Background: an optimization exercise with open tools, aiming at small area and a short achievable clock period. Do not read the settings as production practice. The RTL was checked by simulation tests, not by an equivalence proof against the original design. Power figures rest on the tool's default switching activity, not on a simulated workload.

==> design/flow/design.v <==
`timescale 1ns/1ps
package riscv_core_pkg;
    typedef logic [32-1:0] word_t;
    typedef logic [5-1:0] reg_addr_t;
    typedef enum logic [2:0] {
        ALU_ADD,
        ALU_SUB,
        ALU_AND,
        ALU_OR,
        ALU_XOR,
        ALU_SLT,
        ALU_PASS_B
    } alu_op_t;
endpackage
`timescale 1ns/1ps
module fetch_stage (
    input  logic                  clk,
    input  logic                  rst_n,
    input  logic                  stall,
    input  riscv_core_pkg::word_t instr,
    output riscv_core_pkg::word_t pc,
    output riscv_core_pkg::word_t dec_instr,
    output riscv_core_pkg::word_t dec_pc
);
    riscv_core_pkg::word_t fetch_pc;
    riscv_core_pkg::word_t held_instr;
    riscv_core_pkg::word_t held_pc;
    logic                  fetch_valid;
    logic                  use_held;
    always_ff @(posedge clk) begin
        if (!rst_n) begin
            pc          <= '0;
            fetch_valid <= 1'b0;
            use_held    <= 1'b0;
        end else begin
            if (!stall) begin
                pc <= pc + riscv_core_pkg::word_t'(4);
            end
            fetch_valid <= 1'b1;
            use_held    <= stall;
        end
    end
    always_ff @(posedge clk) begin
        fetch_pc   <= pc;
        held_instr <= dec_instr;
        held_pc    <= dec_pc;
    end
    assign dec_instr = !fetch_valid ? 32'h0000_0013 : (use_held ? held_instr : instr);
    assign dec_pc    = use_held ? held_pc : fetch_pc;
endmodule
`timescale 1ns/1ps
module decode_stage (
    input  logic                      clk,
    input  logic                      rst_n,
    input  riscv_core_pkg::word_t     dec_instr,
    input  riscv_core_pkg::word_t     rs1_value,
    input  riscv_core_pkg::word_t     rs2_value,
    output riscv_core_pkg::reg_addr_t rs1_addr,
    output riscv_core_pkg::reg_addr_t rs2_addr,
    output logic                      stall,
    output riscv_core_pkg::reg_addr_t id_ex_rd,
    output logic                      id_ex_rd_we,
    output riscv_core_pkg::reg_addr_t id_ex_rs1,
    output riscv_core_pkg::reg_addr_t id_ex_rs2,
    output logic                      id_ex_rs1_used,
    output logic                      id_ex_rs2_used,
    output riscv_core_pkg::word_t     id_ex_op1,
    output riscv_core_pkg::word_t     id_ex_op2,
    output riscv_core_pkg::word_t     id_ex_imm,
    output riscv_core_pkg::alu_op_t   id_ex_alu_op,
    output logic                      id_ex_is_load,
    output logic                      id_ex_is_store
);
    logic [6:0]              opcode;
    logic [2:0]              funct3;
    logic [6:0]              funct7;
    riscv_core_pkg::word_t   imm_i;
    riscv_core_pkg::word_t   imm_s;
    logic                    dec_valid;
    logic                    dec_rd_we;
    logic                    dec_rs1_used;
    logic                    dec_rs2_used;
    logic                    dec_load;
    logic                    dec_store;
    riscv_core_pkg::alu_op_t dec_alu_op;
    riscv_core_pkg::word_t   dec_imm;
    assign opcode   = dec_instr[6:0];
    assign funct3   = dec_instr[14:12];
    assign funct7   = dec_instr[31:25];
    assign rs1_addr = dec_instr[19:15];
    assign rs2_addr = dec_instr[24:20];
    assign imm_i = {{20{dec_instr[31]}}, dec_instr[31:20]};
    assign imm_s = {{20{dec_instr[31]}}, dec_instr[31:25], dec_instr[11:7]};
    always_comb begin
        dec_valid    = 1'b0;
        dec_rd_we    = 1'b0;
        dec_rs1_used = 1'b0;
        dec_rs2_used = 1'b0;
        dec_load     = 1'b0;
        dec_store    = 1'b0;
        dec_alu_op   = riscv_core_pkg::ALU_ADD;
        dec_imm      = imm_i;
        case (opcode)
            7'b0110011: begin
                dec_valid = (funct7 == 7'b0) ||
                            (funct7 == 7'b0100000 && funct3 == 3'b000);
                case (funct3)
                    3'b000: dec_alu_op = (funct7 == 7'b0100000) ? riscv_core_pkg::ALU_SUB
                                                              : riscv_core_pkg::ALU_ADD;
                    3'b010: dec_alu_op = riscv_core_pkg::ALU_SLT;
                    3'b100: dec_alu_op = riscv_core_pkg::ALU_XOR;
                    3'b110:  dec_alu_op = riscv_core_pkg::ALU_OR;
                    3'b111: dec_alu_op = riscv_core_pkg::ALU_AND;
                    default: dec_valid  = 1'b0;
                endcase
                dec_rd_we    = 1'b1;
                dec_rs1_used = 1'b1;
                dec_rs2_used = 1'b1;
            end
            7'b0010011: begin
                dec_valid    = (funct3 == 3'b000);
                dec_rd_we    = 1'b1;
                dec_rs1_used = 1'b1;
            end
            7'b0000011: begin
                dec_valid    = (funct3 == 3'b010);
                dec_rd_we    = 1'b1;
                dec_rs1_used = 1'b1;
                dec_load     = 1'b1;
            end
            7'b0100011: begin
                dec_valid    = (funct3 == 3'b010);
                dec_rs1_used = 1'b1;
                dec_rs2_used = 1'b1;
                dec_store    = 1'b1;
                dec_imm      = imm_s;
            end
            default: dec_valid = 1'b0;
        endcase
    end
    assign stall = dec_valid && id_ex_is_load && id_ex_rd != '0 &&
                   ((dec_rs1_used && rs1_addr == id_ex_rd) ||
                    (dec_rs2_used && rs2_addr == id_ex_rd));
    always_ff @(posedge clk) begin
        if (!rst_n || stall || !dec_valid) begin
            id_ex_rd       <= '0;
            id_ex_rd_we    <= 1'b0;
            id_ex_rs1_used <= 1'b0;
            id_ex_rs2_used <= 1'b0;
            id_ex_is_load  <= 1'b0;
            id_ex_is_store <= 1'b0;
            id_ex_alu_op   <= riscv_core_pkg::ALU_PASS_B;
        end else begin
            id_ex_rd       <= dec_instr[11:7];
            id_ex_rd_we    <= dec_rd_we;
            id_ex_rs1_used <= dec_rs1_used;
            id_ex_rs2_used <= dec_rs2_used;
            id_ex_is_load  <= dec_load;
            id_ex_is_store <= dec_store;
            id_ex_alu_op   <= dec_alu_op;
        end
    end
    always_ff @(posedge clk) begin
        id_ex_rs1 <= rs1_addr;
        id_ex_rs2 <= rs2_addr;
        id_ex_op1 <= rs1_value;
        id_ex_op2 <= rs2_value;
        id_ex_imm <= dec_imm;
    end
endmodule
`timescale 1ns/1ps
module register_file (
    input  logic                      clk,
    input  riscv_core_pkg::reg_addr_t rs1_addr,
    input  riscv_core_pkg::reg_addr_t rs2_addr,
    input  riscv_core_pkg::reg_addr_t wb_rd,
    input  logic                      wb_we,
    input  riscv_core_pkg::word_t     wb_value,
    output riscv_core_pkg::word_t     rs1_value,
    output riscv_core_pkg::word_t     rs2_value
);
    riscv_core_pkg::word_t regs [32];
    always_ff @(posedge clk) begin
        if (wb_we && wb_rd != 5'd0) begin
            regs[wb_rd] <= wb_value;
        end
    end
    always_comb begin
        if (rs1_addr == 5'd0) begin
            rs1_value = 32'd0;
        end else if (wb_we && wb_rd == rs1_addr) begin
            rs1_value = wb_value;
        end else begin
            rs1_value = regs[rs1_addr];
        end
        if (rs2_addr == 5'd0) begin
            rs2_value = 32'd0;
        end else if (wb_we && wb_rd == rs2_addr) begin
            rs2_value = wb_value;
        end else begin
            rs2_value = regs[rs2_addr];
        end
    end
endmodule
`timescale 1ns/1ps
module execute_stage (
    input  logic                      clk,
    input  logic                      rst_n,
    input  riscv_core_pkg::reg_addr_t wb_rd,
    input  logic                      wb_we,
    input  riscv_core_pkg::word_t     wb_value,
    input  riscv_core_pkg::reg_addr_t id_ex_rd,
    input  logic                      id_ex_rd_we,
    input  riscv_core_pkg::reg_addr_t id_ex_rs1,
    input  riscv_core_pkg::reg_addr_t id_ex_rs2,
    input  logic                      id_ex_rs1_used,
    input  logic                      id_ex_rs2_used,
    input  riscv_core_pkg::word_t     id_ex_op1,
    input  riscv_core_pkg::word_t     id_ex_op2,
    input  riscv_core_pkg::word_t     id_ex_imm,
    input  riscv_core_pkg::alu_op_t   id_ex_alu_op,
    input  logic                      id_ex_is_load,
    input  logic                      id_ex_is_store,
    output riscv_core_pkg::reg_addr_t ex_mem_rd,
    output logic                      ex_mem_rd_we,
    output logic                      ex_mem_is_load,
    output logic                      ex_mem_is_store,
    output riscv_core_pkg::word_t     ex_mem_op1,
    output riscv_core_pkg::word_t     ex_mem_op2
);
    riscv_core_pkg::word_t fwd_a;
    riscv_core_pkg::word_t fwd_b;
    riscv_core_pkg::word_t alu_b;
    riscv_core_pkg::word_t alu_result;
    always_comb begin
        fwd_a = id_ex_op1;
        if (id_ex_rs1_used && id_ex_rs1 != 5'd0) begin
            if (ex_mem_rd_we && !ex_mem_is_load && ex_mem_rd == id_ex_rs1) begin
                fwd_a = ex_mem_op1;
            end else if (wb_we && wb_rd == id_ex_rs1) begin
                fwd_a = wb_value;
            end
        end
        fwd_b = id_ex_op2;
        if (id_ex_rs2_used && id_ex_rs2 != 5'd0) begin
            if (ex_mem_rd_we && !ex_mem_is_load && ex_mem_rd == id_ex_rs2) begin
                fwd_b = ex_mem_op1;
            end else if (wb_we && wb_rd == id_ex_rs2) begin
                fwd_b = wb_value;
            end
        end
    end
    assign alu_b = (id_ex_rs2_used && !id_ex_is_store) ? fwd_b : id_ex_imm;
    always_comb begin
        case (id_ex_alu_op)
            riscv_core_pkg::ALU_ADD: alu_result = fwd_a + alu_b;
            riscv_core_pkg::ALU_SUB: alu_result = fwd_a - alu_b;
            riscv_core_pkg::ALU_AND: alu_result = fwd_a & alu_b;
            riscv_core_pkg::ALU_OR:  alu_result = fwd_a | alu_b;
            riscv_core_pkg::ALU_XOR: alu_result = fwd_a ^ alu_b;
            riscv_core_pkg::ALU_SLT: begin
                alu_result = {31'b0, $signed(fwd_a) < $signed(alu_b)};
            end
            default: alu_result = alu_b;
        endcase
    end
    always_ff @(posedge clk) begin
        if (!rst_n) begin
            ex_mem_rd       <= '0;
            ex_mem_rd_we    <= 1'b0;
            ex_mem_is_load  <= 1'b0;
            ex_mem_is_store <= 1'b0;
        end else begin
            ex_mem_rd       <= id_ex_rd;
            ex_mem_rd_we    <= id_ex_rd_we;
            ex_mem_is_load  <= id_ex_is_load;
            ex_mem_is_store <= id_ex_is_store;
        end
    end
    always_ff @(posedge clk) begin
        ex_mem_op1 <= alu_result;
        ex_mem_op2 <= fwd_b;
    end
endmodule
`timescale 1ns/1ps
module memory_stage (
    input  logic                      clk,
    input  logic                      rst_n,
    input  riscv_core_pkg::word_t     read_data,
    input  riscv_core_pkg::reg_addr_t ex_mem_rd,
    input  logic                      ex_mem_rd_we,
    input  logic                      ex_mem_is_load,
    input  logic                      ex_mem_is_store,
    input  riscv_core_pkg::word_t     ex_mem_op1,
    input  riscv_core_pkg::word_t     ex_mem_op2,
    output logic                      mem_rd_en,
    output logic                      mem_wr_en,
    output riscv_core_pkg::word_t     read_addr,
    output riscv_core_pkg::word_t     write_addr,
    output riscv_core_pkg::word_t     wr_data,
    output riscv_core_pkg::reg_addr_t wb_rd,
    output logic                      wb_we,
    output riscv_core_pkg::word_t     wb_value
);
    logic                  wb_load;
    riscv_core_pkg::word_t wb_result;
    assign mem_rd_en  = ex_mem_is_load;
    assign read_addr  = ex_mem_op1;
    assign mem_wr_en  = ex_mem_is_store;
    assign write_addr = ex_mem_op1;
    assign wr_data    = ex_mem_op2;
    always_ff @(posedge clk) begin
        if (!rst_n) begin
            wb_rd   <= '0;
            wb_we   <= 1'b0;
            wb_load <= 1'b0;
        end else begin
            wb_rd   <= ex_mem_rd;
            wb_we   <= ex_mem_rd_we;
            wb_load <= ex_mem_is_load;
        end
    end
    always_ff @(posedge clk) begin
        wb_result <= ex_mem_op1;
    end
    assign wb_value = wb_load ? read_data : wb_result;
endmodule
`timescale 1ns/1ps
module riscv_core (
    input  logic        clk,
    input  logic        rst_n,
    input  logic [31:0] instr,
    input  logic [31:0] read_data,
    output logic [31:0] pc,
    output logic        mem_rd_en,
    output logic [31:0] read_addr,
    output logic        mem_wr_en,
    output logic [31:0] write_addr,
    output logic [31:0] wr_data
);
    logic                      stall;
    riscv_core_pkg::word_t     dec_instr;
    riscv_core_pkg::reg_addr_t rs1_addr;
    riscv_core_pkg::reg_addr_t rs2_addr;
    riscv_core_pkg::word_t     rs1_value;
    riscv_core_pkg::word_t     rs2_value;
    riscv_core_pkg::reg_addr_t wb_rd;
    logic                      wb_we;
    riscv_core_pkg::word_t     wb_value;
    riscv_core_pkg::reg_addr_t id_ex_rd;
    logic                      id_ex_rd_we;
    riscv_core_pkg::reg_addr_t id_ex_rs1;
    riscv_core_pkg::reg_addr_t id_ex_rs2;
    logic                      id_ex_rs1_used;
    logic                      id_ex_rs2_used;
    riscv_core_pkg::word_t     id_ex_op1;
    riscv_core_pkg::word_t     id_ex_op2;
    riscv_core_pkg::word_t     id_ex_imm;
    riscv_core_pkg::alu_op_t   id_ex_alu_op;
    logic                      id_ex_is_load;
    logic                      id_ex_is_store;
    riscv_core_pkg::reg_addr_t ex_mem_rd;
    logic                      ex_mem_rd_we;
    logic                      ex_mem_is_load;
    logic                      ex_mem_is_store;
    riscv_core_pkg::word_t     ex_mem_op1;
    riscv_core_pkg::word_t     ex_mem_op2;
    fetch_stage u_fetch (
        .clk       (clk),
        .rst_n     (rst_n),
        .stall     (stall),
        .instr     (instr),
        .pc        (pc),
        .dec_instr (dec_instr),
        .dec_pc    ()
    );
    decode_stage u_decode (
        .clk            (clk),
        .rst_n          (rst_n),
        .dec_instr      (dec_instr),
        .rs1_value      (rs1_value),
        .rs2_value      (rs2_value),
        .rs1_addr       (rs1_addr),
        .rs2_addr       (rs2_addr),
        .stall          (stall),
        .id_ex_rd       (id_ex_rd),
        .id_ex_rd_we    (id_ex_rd_we),
        .id_ex_rs1      (id_ex_rs1),
        .id_ex_rs2      (id_ex_rs2),
        .id_ex_rs1_used (id_ex_rs1_used),
        .id_ex_rs2_used (id_ex_rs2_used),
        .id_ex_op1      (id_ex_op1),
        .id_ex_op2      (id_ex_op2),
        .id_ex_imm      (id_ex_imm),
        .id_ex_alu_op   (id_ex_alu_op),
        .id_ex_is_load  (id_ex_is_load),
        .id_ex_is_store (id_ex_is_store)
    );
    register_file u_regs (
        .clk       (clk),
        .rs1_addr  (rs1_addr),
        .rs2_addr  (rs2_addr),
        .wb_rd     (wb_rd),
        .wb_we     (wb_we),
        .wb_value  (wb_value),
        .rs1_value (rs1_value),
        .rs2_value (rs2_value)
    );
    execute_stage u_execute (
        .clk             (clk),
        .rst_n           (rst_n),
        .wb_rd           (wb_rd),
        .wb_we           (wb_we),
        .wb_value        (wb_value),
        .id_ex_rd        (id_ex_rd),
        .id_ex_rd_we     (id_ex_rd_we),
        .id_ex_rs1       (id_ex_rs1),
        .id_ex_rs2       (id_ex_rs2),
        .id_ex_rs1_used  (id_ex_rs1_used),
        .id_ex_rs2_used  (id_ex_rs2_used),
        .id_ex_op1       (id_ex_op1),
        .id_ex_op2       (id_ex_op2),
        .id_ex_imm       (id_ex_imm),
        .id_ex_alu_op    (id_ex_alu_op),
        .id_ex_is_load   (id_ex_is_load),
        .id_ex_is_store  (id_ex_is_store),
        .ex_mem_rd       (ex_mem_rd),
        .ex_mem_rd_we    (ex_mem_rd_we),
        .ex_mem_is_load  (ex_mem_is_load),
        .ex_mem_is_store (ex_mem_is_store),
        .ex_mem_op1      (ex_mem_op1),
        .ex_mem_op2      (ex_mem_op2)
    );
    memory_stage u_memory (
        .clk             (clk),
        .rst_n           (rst_n),
        .read_data       (read_data),
        .ex_mem_rd       (ex_mem_rd),
        .ex_mem_rd_we    (ex_mem_rd_we),
        .ex_mem_is_load  (ex_mem_is_load),
        .ex_mem_is_store (ex_mem_is_store),
        .ex_mem_op1      (ex_mem_op1),
        .ex_mem_op2      (ex_mem_op2),
        .mem_rd_en       (mem_rd_en),
        .mem_wr_en       (mem_wr_en),
        .read_addr       (read_addr),
        .write_addr      (write_addr),
        .wr_data         (wr_data),
        .wb_rd           (wb_rd),
        .wb_we           (wb_we),
        .wb_value        (wb_value)
    );
endmodule
==> design/flow/run.sh <==
#!/bin/bash
# synth_recipe.tcl (not shown) runs the flow's synth.tcl, then flattens the netlist and writes it again
# the make line also repeats each setting of config.mk as NAME=value (left out here)
make -C /OpenROAD-flow-scripts/flow DESIGN_CONFIG=/design/flow/config.mk WORK_HOME=/design/flow/orfs CLKGATE_MAP_FILE= SYNTH_SCRIPT=/design/flow/synth_recipe.tcl finish
==> design/flow/config.mk <==
export PLATFORM = sky130hd
export DESIGN_NAME = riscv_core
export DESIGN_NICKNAME = riscv_core
export VERILOG_FILES = /design/flow/design.v
export SDC_FILE = /design/flow/constraint.sdc
export NUM_CORES = 4
export LEC_CHECK = 0
export CAP_MARGIN = 20
export CORE_MARGIN = 2
export CORE_UTILIZATION = 40
export SLEW_MARGIN = 20
==> design/flow/constraint.sdc <==
create_clock -name core_clock -period 6.5 [get_ports {clk}]
set_input_delay 1.3000 -clock core_clock [delete_from_list [all_inputs] [get_ports {clk}]]
set_output_delay 1.3000 -clock core_clock [all_outputs]
set_load 0.01 [all_outputs]
==> reports/metrics.yaml <==
final_layout:
  drive_gt1_share_pct: 7.097
  nNetsFinal: 7334
  fin_cells: 9448
  synthToLayoutAreaGrowth_pct: 14.14
sta:
  min_period_ns: 5.813
  worst_slew_pin_slew_ns: 1.216
  post-route-period-util_pct: 89.43
  fmax_mhz: 172.0
  setup_violations: 0
  whs_ns: 0.4104
  hold_viol: 0
  slew_viol_final: 0
  rsz0062_at_grt: "false"
  tns_ns: 0
  finalClockSkew_ns: 0.02570
  maxSlewHeadroom_pct: 18.74
die:
  dieArea_um2: 167000
  die_w_um: 408.6
  die_h_um: 408.6
  boundaryPins: 196
  rows: 148
  core_um2: 162600
  start_util_pct: 40.28
pwr:
  cellLeakagePower_uw: 0.02785
  pwr-share-clk_pct: 39.7
  p_switching_uw: 5632
  p_sw_share_pct: 27.61
  power_frac_comb_pct: 14.8
  power_density_nw_per_um2: 272.9
  p_seq_share_pct: 45.6
  max-vdd-ir-drop_v: 0.0002855
  internal-power_uw: 14760
synth:
  synth_edf_count: 1024
  ys_warn_count: 5
  avgSynthCellArea_um2: 9.120
  synth_top_area_share_pct: 46.95
  synth_seq_area_share_pct: 54.81
  yosys-top-cells-area: "edfxtp_1, nand2_1, nand3_1"
  synth_area_um2: 65490
  yosysTopAreaCell: "edfxtp_1"
  postSynthCellCount: 7181
  ys_ff_latch: 1281
  synth_most_common_cell: "nand2_1"
  synth_cell_type_count: 97
  ys_top_cells_by_count: "nand2_1, nand3_1, edfxtp_1"
  synthArstFlopShare_pct: 0
  ys.flop_type: "edfxtp_1"
clock_network:
  path_clk_slew_ns: 0.06
  clockBufferDepth: 3
  ctsResizeCount: 0
  cts_buffers: 142
  clk_latency_ns: 0.80
  htree_levels: 4
  root_buffer: "clkbuf_16"
  cts_hold_buf: 0
  post-cts-setup-buffers: 0
  cts.sinks: 1281
  cts_tree: "yes"
detailed_routing:
  vias: 57840
  viasPerCell: 6.122
  first_pass_iters: 6
  drt-total-wl_mm: 252.8
  antenna_left: 0
  wire_per_inst_um: 26.76
  drtIter0Drc: 8362
  drc: 0
hold_path:
  hold_class: "reg2reg"
  hp-start: "u_execute.ex_mem_op1[9]$_DFF_P_"
setup_path:
  cp_data_arrival_time_ns: 6.42
  startpoint_type: "flop"
  cp.required_ns: 7.11
  crit_start: "u_memory.wb_rd[3]$_SDFF_PN0_"
  end_kind: "flop"
  timing.rr.start: "u_memory.wb_rd[3]$_SDFF_PN0_"
  cp_max_fo: 13
  criticalPathCategory: "reg2reg"
grt:
  grt_pass1_wl_mm: 365.8
  antenna_found_initial: 12
  grt-ovfl-total: 0
  grt_max_degree: 145
  grt_use_total_pct: 29.34
  grt_pass1_vias: 54340
place:
  place_inst: 9190
  gp_congestion: 0.9309
  hpwl_mm: 151.0
  port_buffers: 193
flow_run:
  maxCapViolCount: 0
run_status:
  status: "finished clean"
stage by stage:
step	setup slack (ns)	area, um^2	power (uW)	util [%]
floorplan	1.971	65620	11150	-
global placement	0.3413	70030	12380	43.07
detailed placement	0.3040	70090	12380	43.11
CTS	0.7417	74650	20380	45.92
global route	0.3024	74750	20980	45.97
finish	0.6868	74750	20400	45.98
kinds of logic after synthesis:
logic type	after synthesis	share of synthesized area [%]
and+or+nand+nor	3799	25.13
DFF	1281	54.81
AOI/OAI and AO/OA	1056	10.83
buffers and inverters	781	4.893
adders and majority gates	105	2.029
xor gates and xnor gates	79	1.056
muxes	79	1.249
other	1	0.005726
layout by cell type (no fill, tap or decap), types with 35 or more instances in the layout:
cell / Yosys / layout
a21oi_1: 302 / 300
a22o_1: 39 / 39
a311oi_1: 193 / 193
a31oi_1: 74 / 74
a32oi_1: 35 / 35
and3_1: 106 / 106
buf_4: 34 / 165
clkbuf_16: 0 / 148
clkdlybuf4s50_1: 0 / 193
clkinv_1: 3 / 35
dfxtp_1: 257 / 252
edfxtp_1: 1024 / 1024
ha_1: 103 / 103
inv_1: 189 / 175
mux2i_1: 59 / 57
nand2_1: 2187 / 2178
nand3_1: 1085 / 1083
nor2_1: 209 / 174
nor3_1: 49 / 48
nor4_1: 46 / 46
o21ai_0: 156 / 156
o22ai_1: 74 / 74
xnor2_1: 55 / 55
worst max-delay path, stage by stage, from the launching register on:
cell and delay, ns:
dfxtp_1 0.60, xor2_1 0.13, nor4_1 0.24, and3_1 0.20, and2_1 0.53, buf_4 0.33, a21oi_1 0.09, o22ai_1 0.21
nor2_1 0.07, a21oi_1 0.32, ha_1 0.34, o21a_1 0.16, o21ai_0 0.12, o2bb2ai_1 0.26, o32ai_1 0.77, a21oi_1 0.24
buf_4 0.22, o41ai_2 0.33, xnor2_1 0.13, a211oi_1 0.26, a221oi_1 0.08
path summary, 6_finish.rpt:
kind / slack (ns) / depth (start not counted) / end
hold reg to reg: 0.41 / 0 / u_memory.wb_result[9]$_DFF_P_
setup reg to reg: 0.69 / 20 / u_execute.ex_mem_op1[24]$_DFF_P_
hold / removal: 0.41 / 0 / u_memory.wb_result[9]$_DFF_P_
setup / recovery: 0.69 / 20 / u_execute.ex_mem_op1[24]$_DFF_P_
cell type report:
class / instances / area (um^2)
multi-input combinational: 5152 / 26930
clock inverter: 76 / 730.7
sequential: 1281 / 35900
timing repair buffer: 392 / 3869
fill: 15070 / 87830
clock buffer: 176 / 3829
inverter: 194 / 765.7
tap: 2175 / 2721
antenna: 2 / 5.005
power groups by stage:
stage | combinational [uW] | sequential (uW) | clock (uW)
floorplan | 1720 | 9430 | 0
global placement | 2910 | 9460 | 0
detailed placement | 2910 | 9460 | 0
CTS | 2920 | 9290 | 8170
global route | 3210 | 9310 | 8470
finish | 3010 | 9290 | 8090
flip-flops by register name, summed over array words and instances (netlist names), 3 cells and up:
signal / cells
u_decode.id_ex_alu_op: 3
u_decode.id_ex_imm: 12
u_decode.id_ex_op1: 32
u_decode.id_ex_op2: 32
u_decode.id_ex_rd: 5
u_decode.id_ex_rs1: 4
u_decode.id_ex_rs2: 4
u_execute.ex_mem_op1: 32
u_execute.ex_mem_op2: 32
u_execute.ex_mem_rd: 5
u_fetch.held_instr: 17
u_fetch.pc: 30
u_memory.wb_rd: 5
u_memory.wb_result: 32
u_regs.regs: 1024
routing by layer:
| layer | up-vias | part of all wire, % | GRT usage (%) |
|---|---|---|---|
| li1 | 25400 | - | - |
| met1 | 27870 | 38 | 38.51 |
| met2 | 3838 | 45 | 46.01 |
| met3 | 725 | 12 | 6.273 |
| met4 | 4 | 5.0 | 14.28 |
| met5 | - | 0.0091 | 0 |

==> afterwards: timing with drivers on the ports <==
The flow's constraints put no driver on any port. The routed layout listed below was extracted and timed again, unchanged, in two steps.
Step 1, drivers: a clkbuf_16 drives clk and a buf_2 each remaining input, both assumed.
Step 2 adds t to the input delays and takes it off the output delays; t is the mean of the earliest and latest rising clock arrival at the registers after step 1. Input paths then give back, and output paths get back, about the clock's delay inside the block.
a / b / c = ideal ports / drivers / drivers and shift; a / b = the first two.
t, ns: 0.879
setup slack, ns: 0.687 / 0.687 / 0.210
worst slew at a driven data input, ns: 0.07
After both steps setup and hold are still met in this run. The setup slack of this run moves by 0.000 ns with the drivers and by -0.477 ns with both steps.
